From an optimization exercise on the open Yosys and OpenROAD flow, aimed at small area; shortcuts taken in it are not production practice.
Only the layout flow was run in this run; the RTL was not checked for function there.
Power and IR drop assume default switching activity.

==> design/flow/design.v <==
package adda_pkg;
    localparam int unsigned DATA_W_DEF = 8;     
    localparam int unsigned DEPTH_DEF  = 256;   
    typedef enum logic [1:0] {
        ST_IDLE    = 2'd0,
        ST_ARMED   = 2'd1,
        ST_CAPTURE = 2'd2,
        ST_READOUT = 2'd3
    } state_e;
endpackage
module adda_sdp_ram #(
    parameter int unsigned DATA_W = 8,
    parameter int unsigned ADDR_W = 8
) (
    input  logic              clk_i,
    input  logic              we_i,
    input  logic [ADDR_W-1:0] waddr_i,
    input  logic [DATA_W-1:0] wdata_i,
    input  logic              re_i,
    input  logic [ADDR_W-1:0] raddr_i,
    output logic [DATA_W-1:0] rdata_o
);
    localparam int unsigned WORDS = 1 << ADDR_W;
    logic [DATA_W-1:0] mem_q [WORDS];
    logic [DATA_W-1:0] rdata_q;
    always_ff @(posedge clk_i) begin
        if (we_i) begin
            mem_q[waddr_i] <= wdata_i;
        end
        if (re_i) begin
            rdata_q <= mem_q[raddr_i];
        end
    end
    assign rdata_o = rdata_q;
endmodule
module adc_capture_buffer #(
    parameter int unsigned DATA_W = adda_pkg::DATA_W_DEF,
    parameter int unsigned DEPTH  = adda_pkg::DEPTH_DEF
) (
    input  logic              i_clk,
    input  logic              i_rst_n,
    output logic              o_adc_clk,
    input  logic [DATA_W-1:0] i_adc_data,
    input  logic              i_arm,
    input  logic              i_abort,
    input  logic [DATA_W-1:0] i_trig_level,
    input  logic              i_trig_falling,
    output logic              o_rd_valid,
    input  logic              i_rd_ready,
    output logic [DATA_W-1:0] o_rd_data,
    output logic              o_rd_last,
    output logic              o_busy,
    output logic              o_done
);
    localparam int unsigned AW = $clog2(DEPTH);
    localparam logic [AW-1:0] PTR_LAST = AW'(DEPTH - 1);
    adda_pkg::state_e            state_q,    state_d;
    logic              adc_clk_q;
    logic [DATA_W-1:0] prev_q,     prev_d;
    logic              prev_vld_q, prev_vld_d;
    logic [AW-1:0]     wptr_q,     wptr_d;
    logic [AW-1:0]     rptr_q,     rptr_d;
    logic              rd_end_q,   rd_end_d;    
    logic              rd_valid_q, rd_valid_d;
    logic              rd_last_q,  rd_last_d;
    logic              done_q,     done_d;
    logic              strobe;
    logic              trig_hit;
    logic              fire;
    logic              ram_we;
    logic [AW-1:0]     ram_waddr;
    logic              ram_re;
    logic [DATA_W-1:0] ram_rdata;
    assign strobe = adc_clk_q;
    assign fire   = rd_valid_q & i_rd_ready;
    always_comb begin
        if (i_trig_falling) begin
            trig_hit = (prev_q > i_trig_level) && (i_adc_data <= i_trig_level);
        end else begin
            trig_hit = (prev_q < i_trig_level) && (i_adc_data >= i_trig_level);
        end
    end
    always_ff @(posedge i_clk or negedge i_rst_n) begin
        if (!i_rst_n) begin
            state_q    <= adda_pkg::ST_IDLE;
            adc_clk_q  <= 1'b0;
            prev_q     <= '0;
            prev_vld_q <= 1'b0;
            wptr_q     <= '0;
            rptr_q     <= '0;
            rd_end_q   <= 1'b0;
            rd_valid_q <= 1'b0;
            rd_last_q  <= 1'b0;
            done_q     <= 1'b0;
        end else begin
            state_q    <= state_d;
            adc_clk_q  <= ~adc_clk_q;
            prev_q     <= prev_d;
            prev_vld_q <= prev_vld_d;
            wptr_q     <= wptr_d;
            rptr_q     <= rptr_d;
            rd_end_q   <= rd_end_d;
            rd_valid_q <= rd_valid_d;
            rd_last_q  <= rd_last_d;
            done_q     <= done_d;
        end
    end
    always_comb begin
        state_d    = state_q;
        prev_d     = prev_q;
        prev_vld_d = prev_vld_q;
        wptr_d     = wptr_q;
        rptr_d     = rptr_q;
        rd_end_d   = rd_end_q;
        rd_valid_d = rd_valid_q;
        rd_last_d  = rd_last_q;
        done_d     = 1'b0;
        ram_we     = 1'b0;
        ram_waddr  = wptr_q;
        ram_re     = 1'b0;
        unique case (state_q)
            adda_pkg::ST_IDLE: begin
                prev_vld_d = 1'b0;
                if (i_arm) begin
                    state_d = adda_pkg::ST_ARMED;
                end
            end
            adda_pkg::ST_ARMED: begin
                if (strobe) begin
                    prev_d     = i_adc_data;
                    prev_vld_d = 1'b1;
                    if (prev_vld_q && trig_hit) begin
                        ram_we    = 1'b1;
                        ram_waddr = '0;
                        wptr_d    = AW'(1);
                        state_d   = adda_pkg::ST_CAPTURE;
                    end
                end
            end
            adda_pkg::ST_CAPTURE: begin
                if (strobe) begin
                    ram_we = 1'b1;
                    if (wptr_q == PTR_LAST) begin
                        wptr_d   = '0;
                        rptr_d   = '0;
                        rd_end_d = 1'b0;
                        state_d  = adda_pkg::ST_READOUT;
                    end else begin
                        wptr_d = wptr_q + AW'(1);
                    end
                end
            end
            adda_pkg::ST_READOUT: begin
                if (fire && rd_last_q) begin
                    rd_valid_d = 1'b0;
                    rd_last_d  = 1'b0;
                    rptr_d     = '0;
                    rd_end_d   = 1'b0;
                    done_d     = 1'b1;
                    state_d    = adda_pkg::ST_IDLE;
                end else if ((!rd_valid_q || fire) && !rd_end_q) begin
                    ram_re     = 1'b1;
                    rd_valid_d = 1'b1;
                    rd_last_d  = (rptr_q == PTR_LAST);
                    if (rptr_q == PTR_LAST) begin
                        rd_end_d = 1'b1;
                    end else begin
                        rptr_d = rptr_q + AW'(1);
                    end
                end else if (fire) begin
                    rd_valid_d = 1'b0;
                    rd_last_d  = 1'b0;
                end
            end
            default: state_d = adda_pkg::ST_IDLE;
        endcase
        if (i_abort) begin
            state_d    = adda_pkg::ST_IDLE;
            prev_vld_d = 1'b0;
            wptr_d     = '0;
            rptr_d     = '0;
            rd_end_d   = 1'b0;
            rd_valid_d = 1'b0;
            rd_last_d  = 1'b0;
            done_d     = 1'b0;
            ram_we     = 1'b0;
            ram_re     = 1'b0;
        end
    end
    adda_sdp_ram #(
        .DATA_W (DATA_W),
        .ADDR_W (AW)
    ) u_ram (
        .clk_i   (i_clk),
        .we_i    (ram_we),
        .waddr_i (ram_waddr),
        .wdata_i (i_adc_data),
        .re_i    (ram_re),
        .raddr_i (rptr_q),
        .rdata_o (ram_rdata)
    );
    assign o_adc_clk  = adc_clk_q;
    assign o_rd_valid = rd_valid_q;
    assign o_rd_data  = rd_valid_q ? ram_rdata : '0;
    assign o_rd_last  = rd_last_q;
    assign o_busy     = (state_q != adda_pkg::ST_IDLE);
    assign o_done     = done_q;
endmodule
==> design/flow/run.sh <==
#!/bin/bash
# synth_recipe.tcl (not shown) runs the flow's synth.tcl, then flattens the netlist and writes it again
# the make line also repeats each setting of config.mk as NAME=value (left out here)
make -C /OpenROAD-flow-scripts/flow DESIGN_CONFIG=/design/flow/config.mk WORK_HOME=/design/flow/orfs CLKGATE_MAP_FILE= SYNTH_SCRIPT=/design/flow/synth_recipe.tcl finish
==> design/flow/config.mk <==
export PLATFORM = sky130hd
export DESIGN_NAME = adc_capture_buffer
export DESIGN_NICKNAME = adc_capture_buffer
export VERILOG_FILES = /design/flow/design.v
export SDC_FILE = /design/flow/constraint.sdc
export NUM_CORES = 4
export LEC_CHECK = 0
export CAP_MARGIN = 20
export CORE_MARGIN = 2
export CORE_UTILIZATION = 40
export SLEW_MARGIN = 20
==> design/flow/constraint.sdc <==
create_clock -name core_clock -period 10.0 [get_ports {i_clk}]
set_input_delay 2.0000 -clock core_clock [delete_from_list [all_inputs] [get_ports {i_clk}]]
set_output_delay 2.0000 -clock core_clock [all_outputs]
set_load 0.01 [all_outputs]
==> results_dict.tcl <==
set metrics [dict create \
    status "timing/DRC/antenna clean" \
    cp_max_fo 16 \
    place_inst 6620 \
    min_to "prev_q[0]" \
    grt.total_usage_pct 22.0 \
    powerDensity_mw_per_mm2 197 \
    rsz0062_at_grt "false" \
    routabilityCongestion 0.866 \
    final_util_pct 45.1 \
    swShare_pct 21.6 \
    drt_wl_total_um 233000 \
    clkSinkCount 2088 \
    final-hold-violation-count 0 \
    synth_compound_area_share_pct 3.82 \
    cts_tree "done" \
    cts-buffers-inserted 203 \
    synth_top_area_cell "edfxtp_1" \
    hold_path_class "flop to flop" \
    h-tree-depth 4 \
    timing.fmax_mhz 154 \
    period_share_pct 65.0 \
    max_stage_delay_ns 1.03 \
    synth_xor_area_share_pct 0.0531 \
    grt_pass1_vias 42000 \
    grt_max_degree 164 \
    finalClockSkew_ns 0.0631 \
    drv_slew 0 \
    cp.required_ns 10.48 \
    synth.avg_cell_area_um2 20.4 \
    die_h_um 458 \
    relSlewSlack_pct 21.5 \
    sequentialPowerShare_pct 53.3 \
    layout_commonest_cell "edfxtp_1" \
    r2r_start "rptr_q[0]" \
    tns_ns 0 \
    dr.pass1.iters 6 \
    synth_edf_count 2056 \
    postCtsSetupBuffers 0 \
    r2r_cells 7 \
    syn2layout_area_growth_pct 11.9 \
    start_util_pct 40.2 \
    io_buffers 34 \
    async_flop_share_pct 1.53 \
    setup_violations 0 \
    intPower_uw 14200 \
    wl_per_cell_um 33.2 \
    clk_pin_slew_ns 0.06 \
    cts_resized 0 \
    clockRootBuffer "clkbuf_16" \
    core_region_area_mm2 0.205 \
    muxShareOfSynthArea_pct 14.6 \
    ir_worst_vdd_mv 0.201 \
    synth_fa_ha_area_share_pct 0.349 \
    critPathKind "input pin to flop" \
    drive_above_1_share_pct 20.8 \
    synthesis.area_mm2 0.0824 \
    dieWidth_um 458 \
    synth_top_family_by_area "multiplexers" \
    clock_path_buffers 3 \
    endpoint_kind "flop" \
    cp_slowest_cell "nor4_2" \
    min_from "prev_q[0]" \
    r2r_end "u_ram.rdata_q[2]" \
    yosys.area_share.simple_pct 3.11 \
    ff2ff_setup_slack_ns 4.74 \
    arrival_ns 6.98 \
    pwr-share-comb_pct 4.6 \
    synth_warnings 2 \
    instances_no_fill 7001 \
    dp_hpwl_um 139000 \
    most-common-layout-cells "2,056 x edfxtp_1, 408 x mux4_2, 274 x nor2_1" \
    holdBufCountCts 0 \
    use_met3_pct 4.50 \
    via_count 42400 \
    drc 0 \
    clkPwrFrac_pct 42.1 \
    antenna_found_initial 3 \
    top_usage_layer "met2" \
    fin_crit_ns 6.50 \
    ys.flop_type "edfxtp_1" \
    synth_cell_type_count 79 \
    critPathLaunchType "input pin" \
    synth_cells 4038 \
    synthTopCellsByArea "edfxtp_1 75%, mux4_2 11%, mux2i_1 1.9%, mux4_1 1.3%, nor2_1 1.3%" \
    grtUsageMet1_pct 30.1 \
    die_area_mm2 0.210 \
    io-pin-count 35 \
    yosys.area.top_type_share_pct 74.9 \
    num_rows 166 \
    power.leakage_uw 0.0275 \
    grt_pass1_wl_um 327000 \
    drt_iter0_drc 5653 \
    yosysSeqAreaShare_pct 75.9 \
    clk_latency_ns 0.86 \
    ys_ff_latch 2088 \
    critical_path.cell_chain "clkdlybuf4s50_1 -> inv_1 -> ha_1 -> a21o_1 -> a21oi_1 -> nor3_1 -> a311oi_1 -> a311oi_2 -> buf_4 -> nor2_2 -> nand3_1 -> nor4_2" \
    power_switching_uw 3910 \
    min_path_cells 2 \
    ant_nets 0 \
    tightest_slew_ns 1.18 \
    maxCapViolations 0 \
    grt-ovfl-total 0 \
    layout.nets 4182 \
    synth_fp_nets 4083 \
    vias_per_cell 6.06 \
    grt.met2_usage_pct 34.9 \
]
[final cells by class]
class | instances | area (µm²)
Multi-Input combinational cell | 1679 | 18300
Clock inverter | 133 | 1400
Fill cell | 17200 | 113000
Timing Repair Buffer | 140 | 1320
Sequential cell | 2088 | 62600
Clock buffer | 243 | 5250
Antenna cell | 5 | 12.5
Tap cell | 2688 | 3360
Inverter | 25 | 93.8
[state kept, by name, summed over array words and instances (netlist names)]
signal and flops:
u_ram.mem_q 2048, prev_q 8, rptr_q 8, u_ram.rdata_q 8, wptr_q 8, state_q 2, adc_clk_q 1, done_q 1
prev_vld_q 1, rd_end_q 1, rd_last_q 1, rd_valid_q 1
[layer usage]
metal,vias up,share of wire (%)
li1,17000,-
met1,22500,40
met2,2417,48
met3,413,8.9
met4,4,3.7
met5,-,0.012
[worst max path at each step]
stage	startpoint	end	slack (ns)	cells after the start
floorplan	i_trig_level[6]	u_ram.mem_q[188][0]	4.87	10
global placement	i_trig_level[6]	u_ram.mem_q[191][4]	2.79	12
detailed placement	i_trig_level[6]	u_ram.mem_q[191][4]	2.78	12
CTS	i_trig_level[6]	u_ram.mem_q[245][3]	3.65	12
global route	i_trig_level[6]	u_ram.mem_q[245][4]	3.37	12
finish	i_trig_level[6]	u_ram.mem_q[191][7]	3.50	12
[stage by stage]
step | area, µm² | hold WS [ns] | total power [µW] | worst slack (ns)
final | 92300 | 0.491 | 18100 | 3.50
after global routing | 92300 | 0.530 | 18600 | 3.37
after CTS | 92200 | 0.501 | 18200 | 3.65
after detailed placement | 85600 | 0.487 | 10700 | 2.78
after global placement | 85500 | 0.474 | 10700 | 2.79
after floorplan | 82400 | 0.450 | 10400 | 4.87
[logic make-up (layout without fill, tap and decap cells)]
logic type,after synthesis,count (layout)
buffers and inverters,271,541
and+or+nand+nor,581,581
AOI/OAI and AO/OA,449,449
DFF,2088,2088
other,0,5
muxes,621,621
adders and majority gates,23,23
xor gates and xnor gates,5,5
[synthesized netlist by cell type, drive strengths merged, types with 6 or more instances]
library cell / n
buf: 173
and2: 11
nor2: 281
mux2i: 153
a221oi: 46
o22ai: 48
a2111oi: 6
a22o: 15
clkbuf: 70
o21ai: 49
ha: 23
nand3: 35
nor2b: 19
mux2: 18
nor3: 59
nand4: 9
a22oi: 95
dfrtp: 32
a31oi: 16
o211ai: 11
edfxtp: 2056
nand2: 118
a211oi: 11
o221ai: 17
nor3b: 6
or3: 8
nor4: 13
a21oi: 90
inv: 25
nand2b: 7
mux4: 450
a221o: 6
a311oi: 6
[power groups by stage]
stage               registers, µW  logic [µW]  clock network, µW
detailed placement           9860         843                  0
floorplan                    9830         537                  0
global placement             9860         837                  0
CTS                          9670         844               7730
finish                       9670         840               7640
global route                 9670         895               8050
[critical path, delay by kind of cell]
family | cells | cell delay [ns]
and+or+nand+nor | 4 | 2.98
AOI/OAI and AO/OA | 4 | 0.92
buffers and inverters | 3 | 0.73
adders and majority gates | 1 | 0.33

[afterwards: timing with drivers on the ports]
The flow's constraints put no driver on any port. The routed layout listed below was extracted and timed again, unchanged, in two steps.
Step 1 (the two cells are an assumption about what drives the block):
set clk [get_ports {i_clk}]
set_driving_cell -lib_cell sky130_fd_sc_hd__clkbuf_16 $clk
set_driving_cell -lib_cell sky130_fd_sc_hd__buf_2 [delete_from_list [all_inputs] $clk]
Step 2 adds t to the input delays and takes it off the output delays; t is the mean of the earliest and latest rising clock arrival at the registers after step 1. Input paths then give back, and output paths get back, about the clock's delay inside the block.
Slacks: no drivers / after step 1 / after step 2; pairs: no drivers / after step 1.
t, ns: 0.914
setup WS [ns]: 3.504 / 3.565 / 2.651
worst hold slack (ns): 0.491 / 0.491 / 0.491
slew at the worst register clock pin (ns): 0.07 / 0.07
worst slew at a driven data input, ns: 0.11
After both steps setup and hold are still met in this run. The setup slack of this run moves by +0.061 ns with the drivers and by -0.853 ns with both steps.
